Background: an optimization exercise with open tools, aiming at small area, a short achievable clock period and few clock cycles per item. Do not read the settings as production practice. In this exercise RTL edits were held to simulation tests only and were not proved equivalent to the original.

job 3886:
==> flow/design.v (excerpt) <==
module fmul_top (
  input  logic        clk,
  input  logic        rst_n,
  input  logic [31:0] op_a,
  input  logic [31:0] op_b,
  input  logic        start,
  input  logic        ready_in,
  output logic        valid_out,
  output logic        ready_out,
  output logic [31:0] result,
  output logic [3:0]  flags
);
  logic [7:0] ea, eb;
  logic       a_zero, b_zero, a_max, b_max, a_fz, b_fz;
  logic       a_nan, b_nan, a_inf, b_inf;
  logic       s0_nan, s0_inf, s0_spec, s0_sign;
  logic [9:0] s0_esum;
  assign ea     = op_a[30:23];
  assign eb     = op_b[30:23];
  assign a_zero = (ea == 8'h00);
  assign b_zero = (eb == 8'h00);
  assign a_max  = (ea == 8'hFF);
  assign b_max  = (eb == 8'hFF);
  assign a_fz   = (op_a[22:0] == 23'd0);
  assign b_fz   = (op_b[22:0] == 23'd0);
  assign a_nan  = a_max & ~a_fz;
  assign b_nan  = b_max & ~b_fz;
  assign a_inf  = a_max & a_fz;
  assign b_inf  = b_max & b_fz;
  assign s0_nan  = a_nan | b_nan | (a_inf & b_zero) | (a_zero & b_inf);
  assign s0_inf  = a_max | b_max;
  assign s0_spec = s0_inf | a_zero | b_zero;
  assign s0_sign = (a_nan | b_nan) ? 1'b0 :
                   ((a_inf & b_zero) | (a_zero & b_inf)) ? 1'b1 :
                   (op_a[31] ^ op_b[31]);
  assign s0_esum = {2'b00, ea} + {2'b00, eb} - 10'd127;
  logic [25:0] s0_by;
  logic [11:0] s0_bo, s0_bt;
  logic [10:0] s0_bn;
  ...
For scale: ~2000 cells after synthesis, roughly 110 I/O pins, about 24000 um^2 of cells after synthesis.
export LEC_CHECK = 0
export ABC_CLOCK_PERIOD_IN_PS = 3500
export CAP_MARGIN = 20
export CORE_MARGIN = 2
export CORE_UTILIZATION = 40
export SETUP_SLACK_MARGIN = 4.4
export SLEW_MARGIN = 20
export SYNTH_HIERARCHICAL = 1
export SYNTH_MINIMUM_KEEP_SIZE = 0
export TNS_END_PERCENT = 0
create_clock -name core_clock -period 8.0 [get_ports {clk}]
standard.sh (not shown) runs the stock make flow with config.mk's settings and CLKGATE_MAP_FILE= SYNTH_SCRIPT=/design/flow/synth_recipe.tcl, a recipe that flattens the netlist after the stock synthesis.
==> flow/flow/run.sh <==
#!/bin/bash
# The standard layout (the standard.sh: ORFS synthesis to finish), with the
# ports buffered by sky130_fd_sc_hd__buf_2 instead of the flow's default pick.
set -euo pipefail
bash standard.sh 'BUFFER_PORTS_ARGS=-buffer_cell sky130_fd_sc_hd__buf_2'  finish > orfs_make.log 2>&1
Job 3886 finished end to end and its layout was clean on timing, DRC and antenna.
Testbench counts of job 3886, summed over its fixed seeds: cycles 8,024, items 8,000.
The inputs of job 5047 differ from those of job 3886 as listed below.
# job 3886
export LEC_CHECK = 0
export ABC_CLOCK_PERIOD_IN_PS = 3500
export CAP_MARGIN = 20
export CORE_MARGIN = 2
export CORE_UTILIZATION = 40
export SETUP_SLACK_MARGIN = 4.4
export SLEW_MARGIN = 20
export SYNTH_HIERARCHICAL = 1
export SYNTH_MINIMUM_KEEP_SIZE = 0
export TNS_END_PERCENT = 0
create_clock -name core_clock -period 8.0 [get_ports {clk}]
# job 5047
export LEC_CHECK = 0
export ABC_CLOCK_PERIOD_IN_PS = 3500
export CAP_MARGIN = 20
export CORE_MARGIN = 2
export CORE_UTILIZATION = 55
export SETUP_SLACK_MARGIN = 4.4
export SLEW_MARGIN = 20
export SYNTH_HIERARCHICAL = 1
export SYNTH_MINIMUM_KEEP_SIZE = 0
export TNS_END_PERCENT = 0
create_clock -name core_clock -period 8.0 [get_ports {clk}]
Notes after the runs:
- Job 5047 vs job 3886, global-route usage went up by 7.7 points.
- Against job 3886, wire length of the first global-routing pass in job 5047 fell by a few percent.
- Comparing job 5047 with job 3886, the antenna cell count came out essentially unchanged.
- Job 5047 vs job 3886: final design utilization up
- Changes observed in job 5047 relative to job 3886: area after synthesis about even, cell count fell 248, wire length fell 4.4%.
- Compared with job 3886, job 5047 ends up with less cell area.
Input changes introduced in job 3853 (baseline for comparison: job 5047):
# job 5047
export LEC_CHECK = 0
export ABC_CLOCK_PERIOD_IN_PS = 3500
export CAP_MARGIN = 20
export CORE_MARGIN = 2
export CORE_UTILIZATION = 55
export SETUP_SLACK_MARGIN = 4.4
export SLEW_MARGIN = 20
export SYNTH_HIERARCHICAL = 1
export SYNTH_MINIMUM_KEEP_SIZE = 0
export TNS_END_PERCENT = 0
create_clock -name core_clock -period 8.0 [get_ports {clk}]
# job 3853
export LEC_CHECK = 0
export ABC_CLOCK_PERIOD_IN_PS = 3500
export CAP_MARGIN = 20
export CORE_MARGIN = 2
export CORE_UTILIZATION = 40
export CTS_BUF_LIST = sky130_fd_sc_hd__clkbuf_8
export SETUP_SLACK_MARGIN = 4.4
export SLEW_MARGIN = 20
export SYNTH_HIERARCHICAL = 1
export SYNTH_MINIMUM_KEEP_SIZE = 0
export TNS_END_PERCENT = 0
create_clock -name core_clock -period 8.0 [get_ports {clk}]
## What came out
Job 3853 and job 5047 ended up with nearly the same global placer's final weighted congestion.
Via count ends up higher on job 3853.
Job 3853 ends up with a routed wire length that is 2.7 mm higher than in job 5047.
When job 3853 is measured against job 5047, its sequential share of layout area turns out 0.43 points lower.
| number of well taps | job 3853 vs job 5047 | about 40% higher |
Inputs modified between job 3853 and job 5905:
# job 3853
export LEC_CHECK = 0
export ABC_CLOCK_PERIOD_IN_PS = 3500
export CAP_MARGIN = 20
export CORE_MARGIN = 2
export CORE_UTILIZATION = 40
export CTS_BUF_LIST = sky130_fd_sc_hd__clkbuf_8
export SETUP_SLACK_MARGIN = 4.4
export SLEW_MARGIN = 20
export SYNTH_HIERARCHICAL = 1
export SYNTH_MINIMUM_KEEP_SIZE = 0
export TNS_END_PERCENT = 0
create_clock -name core_clock -period 8.0 [get_ports {clk}]
# job 5905
export LEC_CHECK = 0
export ABC_CLOCK_PERIOD_IN_PS = 3500
export CAP_MARGIN = 20
export CORE_MARGIN = 2
export CORE_UTILIZATION = 50
export PLACE_DENSITY = 0.75
export SETUP_SLACK_MARGIN = 4.4
export SLEW_MARGIN = 20
export SYNTH_HIERARCHICAL = 1
export SYNTH_MINIMUM_KEEP_SIZE = 0
export TNS_END_PERCENT = 0
create_clock -name core_clock -period 8.0 [get_ports {clk}]
### Flow results
Job 5905: PASS, flow complete, no timing, DRC or antenna violations. Against job 3853, final wirelength in job 5905 came out better. More vias were needed by job 5905 than by job 3853. On hold slack, job 5905 does worse than job 3853. Comparing job 3853 against job 5905, there is no change at all in sum of buffers and inverters on the critical path. Job 5905 against job 3853: tap cell count fell about 20%, core utilization now larger.

fmul_top again, from the RTL that the note above started with.
clock: 8.0 ns
lec_check: 0
abc_clock_period_in_ps: 3500
cap_margin: 20
core_margin: 2
core_utilization: 40
cts_buf_list: sky130_fd_sc_hd__clkbuf_4 sky130_fd_sc_hd__clkbuf_8
setup_slack_margin: 4.4
slew_margin: 20
synth_hierarchical: 1
synth_minimum_keep_size: 0
tns_end_percent: 0
Scripts as last shown in full above: flow/flow/run.sh
The baseline completed with no timing, DRC or antenna violations.
Testbench counts at the start, summed over its fixed seeds: cycles 8,024, items 8,000.
Rerun with:
- CTS_BUF_LIST: sky130_fd_sc_hd__clkbuf_4 sky130_fd_sc_hd__clkbuf_8 -> default
- SETUP_SLACK_MARGIN: 4.4 -> 4.7
Effect:
- wire length is about the same
- die area does not change
- setup slack improved by 140 ps
- fmax climbs by a few percent
- synthesized area does not change
- via count fell slightly
- critical path depth is unchanged
- design area barely changes
- sequential cell count does not change
Rerun with:
==> flow/run.sh (new file) <==
#!/bin/bash
# synth_recipe.tcl (not shown) runs the flow's synth.tcl, then flattens the netlist and writes it again
# the make line also repeats each setting of config.mk as NAME=value (left out here)
make -C /OpenROAD-flow-scripts/flow DESIGN_CONFIG=/design/flow/config.mk WORK_HOME=/design/flow/orfs CLKGATE_MAP_FILE= SYNTH_SCRIPT=/design/flow/synth_recipe.tcl finish
- SETUP_SLACK_MARGIN: 4.7 -> 4.4
removed: flow/flow/run.sh
removed: flow/standard.sh
What happened: Clock skew is higher by 23 ps. Routed wire length grows slightly. Final area increases by a few percent. Non-clock buffer count grows by 28. Worst hold slack degrades by 7.5 ps.

lagoon:
fmul_top, a different RTL version from the one above (not shown whole).
Size: roughly 2200 cells after synthesis, ~110 I/O pins.
Design fmul_top, start of the top module:
module fmul_top (
  input  logic        clk,
  input  logic        rst_n,
  input  logic [31:0] op_a,
  input  logic [31:0] op_b,
  input  logic        start,
  input  logic        ready_in,
  output logic        valid_out,
  output logic        ready_out,
  output logic [31:0] result,
  output logic [3:0]  flags
);
  logic [7:0] ea, eb;
  logic       a_zero, b_zero, a_max, b_max, a_fz, b_fz;
  logic       a_nan, b_nan, a_inf, b_inf;
  logic       s0_nan, s0_inf, s0_spec, s0_sign;
  logic [9:0] s0_esum;
  assign ea     = op_a[30:23];
  assign eb     = op_b[30:23];
  assign a_zero = (ea == 8'h00);
  assign b_zero = (eb == 8'h00);
  assign a_max  = (ea == 8'hFF);
  assign b_max  = (eb == 8'hFF);
  assign a_fz   = (op_a[22:0] == 23'd0);
  assign b_fz   = (op_b[22:0] == 23'd0);
  assign a_nan  = a_max & ~a_fz;
  assign b_nan  = b_max & ~b_fz;
  assign a_inf  = a_max & a_fz;
  assign b_inf  = b_max & b_fz;
  assign s0_nan  = a_nan | b_nan | (a_inf & b_zero) | (a_zero & b_inf);
  assign s0_inf  = a_max | b_max;
  assign s0_spec = s0_inf | a_zero | b_zero;
  assign s0_sign = (a_nan | b_nan) ? 1'b0 :
                   ((a_inf & b_zero) | (a_zero & b_inf)) ? 1'b1 :
                   (op_a[31] ^ op_b[31]);
  assign s0_esum = {2'b00, ea} + {2'b00, eb} - 10'd127;
  logic [25:0] s0_by;
  logic [11:0] s0_bo, s0_bt;
  logic [10:0] s0_bn;
  assign s0_by = {1'b0, 1'b1, op_b[22:0], 1'b0};
  always_comb begin
    for (int j = 0; j < 12; j++) begin
      s0_bo[j] = s0_by[2*j+1] ^ s0_by[2*j];
      s0_bt[j] = (s0_by[2*j+2] & ~s0_by[2*j+1] & ~s0_by[2*j]) |
                 (~s0_by[2*j+2] & s0_by[2*j+1] & s0_by[2*j]);
    end
    for (int j = 0; j < 11; j++) s0_bn[j] = s0_by[2*j+2];
  end
  logic adv;
  logic v1, v2, vh;
  assign adv       = ~vh | ready_in;
  assign ready_out = adv;
  logic [22:0] b1_fa;
  logic [11:0] b1_bo, b1_bt;
  logic [10:0] b1_bn;
  logic [9:0]  b1_esum;
  logic        b1_sign, b1_spec, b1_inf, b1_nan;
  always_ff @(posedge clk or negedge rst_n) begin
    if (!rst_n) v1 <= 1'b0;
    else if (adv) v1 <= start;
  end
  always_ff @(posedge clk) begin
    if (adv) begin
      b1_fa   <= op_a[22:0];
      b1_bo   <= s0_bo;
      b1_bt   <= s0_bt;
      b1_bn   <= s0_bn;
      b1_esum <= s0_esum;
      b1_sign <= s0_sign;
      b1_spec <= s0_spec;
  ...
clock: 8.0 ns
lec_check: 0
abc_clock_period_in_ps: 3500
cap_margin: 20
core_margin: 2
core_utilization: 40
setup_slack_margin: 4.4
slew_margin: 20
synth_hierarchical: 1
synth_minimum_keep_size: 0
tns_end_percent: 0
run.sh (not shown) runs the stock make flow with config.mk's settings and CLKGATE_MAP_FILE= SYNTH_SCRIPT=/design/flow/synth_recipe.tcl, a recipe that flattens the netlist after the stock synthesis.
Stock flow here: none of the scripts above is used.
Testbench counts of lagoon, summed over its fixed seeds: cycles 8,024, items 8,000.
The following lists how violet was set up differently from lagoon:
==> flow/flow/run.sh (new file) <==
#!/bin/bash
# The standard layout (the standard.sh: ORFS synthesis to finish), with the
# ports buffered by sky130_fd_sc_hd__buf_2 instead of the flow's default pick.
set -euo pipefail
bash standard.sh 'BUFFER_PORTS_ARGS=-buffer_cell sky130_fd_sc_hd__buf_2'  finish > orfs_make.log 2>&1
==> flow/standard.sh (new file) <==
#!/bin/bash
# synth_recipe.tcl (not shown) runs the flow's synth.tcl, then flattens the netlist and writes it again
# the make line also repeats each setting of config.mk as NAME=value (left out here)
make -C /OpenROAD-flow-scripts/flow DESIGN_CONFIG=/design/flow/config.mk WORK_HOME=/design/flow/orfs CLKGATE_MAP_FILE= SYNTH_SCRIPT=/design/flow/synth_recipe.tcl "${@:-finish}"
removed: flow/run.sh
==> run notes <==
- Compared with lagoon, via count of the first global-routing pass in violet increased slightly.
- Comparing lagoon with violet, the clock insertion delay at the later pin of the skew report came out essentially unchanged.
- | worst setup slack | higher: lagoon |
- Between lagoon and violet, the global-route met2 utilization does not differ in any meaningful way.
- Compared with lagoon, violet shows clock buffer instance count of the final layout higher by 6.
- When the final numbers for violet and lagoon were put side by side, the worst hold slack turned out to be smaller in lagoon.
- Sort violet and lagoon by fraction of the cycle the final worst path needs, descending, and violet comes first.
- Number of cells in the finished layout apart from fillers: violet vs lagoon — no meaningful difference
- Result for violet and lagoon: all clean
diff inputs: violet => zinc
- changing TNS_END_PERCENT from 0 to 20
==> flow/run.sh (new file) <==
#!/bin/bash
# synth_recipe.tcl (not shown) runs the flow's synth.tcl, then flattens the netlist and writes it again
# the make line also repeats each setting of config.mk as NAME=value (left out here)
make -C /OpenROAD-flow-scripts/flow DESIGN_CONFIG=/design/flow/config.mk WORK_HOME=/design/flow/orfs CLKGATE_MAP_FILE= SYNTH_SCRIPT=/design/flow/synth_recipe.tcl finish
removed: flow/flow/run.sh
removed: flow/standard.sh
Results
Final period utilization is higher on violet
Between violet and zinc, non-clock buffer count increased.
Fmax | zinc above violet

fmul_top again, from the RTL that the note above started with.
==> flow/config.mk <==
export PLATFORM = sky130hd
export DESIGN_NAME = fmul_top
export DESIGN_NICKNAME = fmul_top
export VERILOG_FILES = /design/flow/design.v
export SDC_FILE = /design/flow/constraint.sdc
export NUM_CORES = 4
export LEC_CHECK = 0
export ABC_CLOCK_PERIOD_IN_PS = 3500
export CAP_MARGIN = 20
export CORE_MARGIN = 2
export CORE_UTILIZATION = 40
export SETUP_SLACK_MARGIN = 4.4
export SLEW_MARGIN = 20
export SYNTH_HIERARCHICAL = 1
export SYNTH_MINIMUM_KEEP_SIZE = 0
export TNS_END_PERCENT = 0
==> flow/constraint.sdc <==
create_clock -name core_clock -period 8.0 [get_ports {clk}]
set_input_delay 1.6000 -clock core_clock [delete_from_list [all_inputs] [get_ports {clk}]]
set_output_delay 1.6000 -clock core_clock [all_outputs]
set_load 0.01 [all_outputs]
standard.sh (not shown) runs the stock make flow with config.mk's settings and CLKGATE_MAP_FILE= SYNTH_SCRIPT=/design/flow/synth_recipe.tcl, a recipe that flattens the netlist after the stock synthesis.
==> flow/flow/run.sh <==
#!/bin/bash
# The standard layout (the standard.sh: ORFS synthesis to finish), with the
# ports buffered by sky130_fd_sc_hd__buf_2 instead of the flow's default pick.
set -euo pipefail
bash standard.sh 'BUFFER_PORTS_ARGS=-buffer_cell sky130_fd_sc_hd__buf_2' RECOVER_POWER=100 finish > orfs_make.log 2>&1
The starting point completed and failed the layout checks on capacitance limit, slew limit.
Testbench counts at the start, summed over its fixed seeds: cycles 8,024, items 8,000.
Edit:
==> flow/run.sh (new file) <==
#!/bin/bash
# synth_recipe.tcl (not shown) runs the flow's synth.tcl, then flattens the netlist and writes it again
# the make line also repeats each setting of config.mk as NAME=value (left out here)
make -C /OpenROAD-flow-scripts/flow DESIGN_CONFIG=/design/flow/config.mk WORK_HOME=/design/flow/orfs CLKGATE_MAP_FILE= SYNTH_SCRIPT=/design/flow/synth_recipe.tcl finish
- ABC_CLOCK_PERIOD_IN_PS: 3500 -> 2500
removed: flow/flow/run.sh
removed: flow/standard.sh
Result: The new run finished clean. Utilization rises by 1.5 points. Final cell count barely changes. Maximum frequency rises by well over a third. Global-route usage falls by 0.12 points. Setup slack gets better by 1.5 ns. Count of clock-buffer cells in the layout falls by 6.

[what the ideal ports hide]
The results above use ideal ports. As a check the final layouts listed here were re-extracted and re-timed, cells and wires unchanged.
Step 1, drivers: a clkbuf_16 drives clk and a buf_2 each remaining input, both assumed.
Step 2 adds t to the input delays and takes it off the output delays; t is the mean of the earliest and latest rising clock arrival at the registers after step 1. Input paths then give back, and output paths get back, about the clock's delay inside the block.
Three values: no drivers, after step 1, after step 2; two values: the first two.
| run | t (ns) | slack for setup (ns) | clock arrival spread, ns | worst register clock-pin slew, ns | worst slew at a driven data input, ns |
|---|---|---|---|---|---|
| job 3886 | 0.626 | 4.020 / 3.960 / 3.997 | 0.025 / 0.024 | 0.06 / 0.06 | 0.06 |
| job 5047 | 0.622 | 3.884 / 3.884 / 3.884 | 0.028 / 0.028 | 0.07 / 0.07 | 0.04 |
| job 3853 | 0.660 | 3.891 / 3.881 / 3.891 | 0.026 / 0.026 | 0.06 / 0.06 | 0.06 |
| job 5905 | 0.611 | 3.919 / 3.919 / 3.919 | 0.015 / 0.015 | 0.07 / 0.07 | 0.07 |
| the first run of note 2 | 0.661 | 3.877 / 3.877 / 3.877 | 0.025 / 0.025 | 0.06 / 0.06 | 0.06 |
| the second run of note 2 | 0.626 | 4.020 / 3.960 / 3.997 | 0.025 / 0.024 | 0.06 / 0.06 | 0.06 |
| the third run of note 2 | 0.613 | 4.046 / 4.020 / 3.873 | 0.047 / 0.047 | 0.06 / 0.06 | 0.08 |
| lagoon | 0.623 | 3.949 / 3.925 / 3.574 | 0.029 / 0.029 | 0.07 / 0.07 | 0.04 |
| violet | 0.613 | 3.816 / 3.816 / 3.816 | 0.029 / 0.030 | 0.06 / 0.06 | 0.04 |
| zinc | 0.621 | 3.923 / 3.923 / 3.798 | 0.030 / 0.030 | 0.07 / 0.07 | 0.04 |
| the first run of note 4 | 0.615 | 2.448 / 2.480 / 1.865 | 0.029 / 0.029 | 0.06 / 0.06 | 0.04 |
| the second run of note 4 | 0.623 | 3.949 / 3.925 / 3.574 | 0.029 / 0.029 | 0.07 / 0.07 | 0.04 |
For the first run of note 4, which loses most, drivers alone change the setup slack by +0.032 ns; drivers and shift together by -0.583 ns.
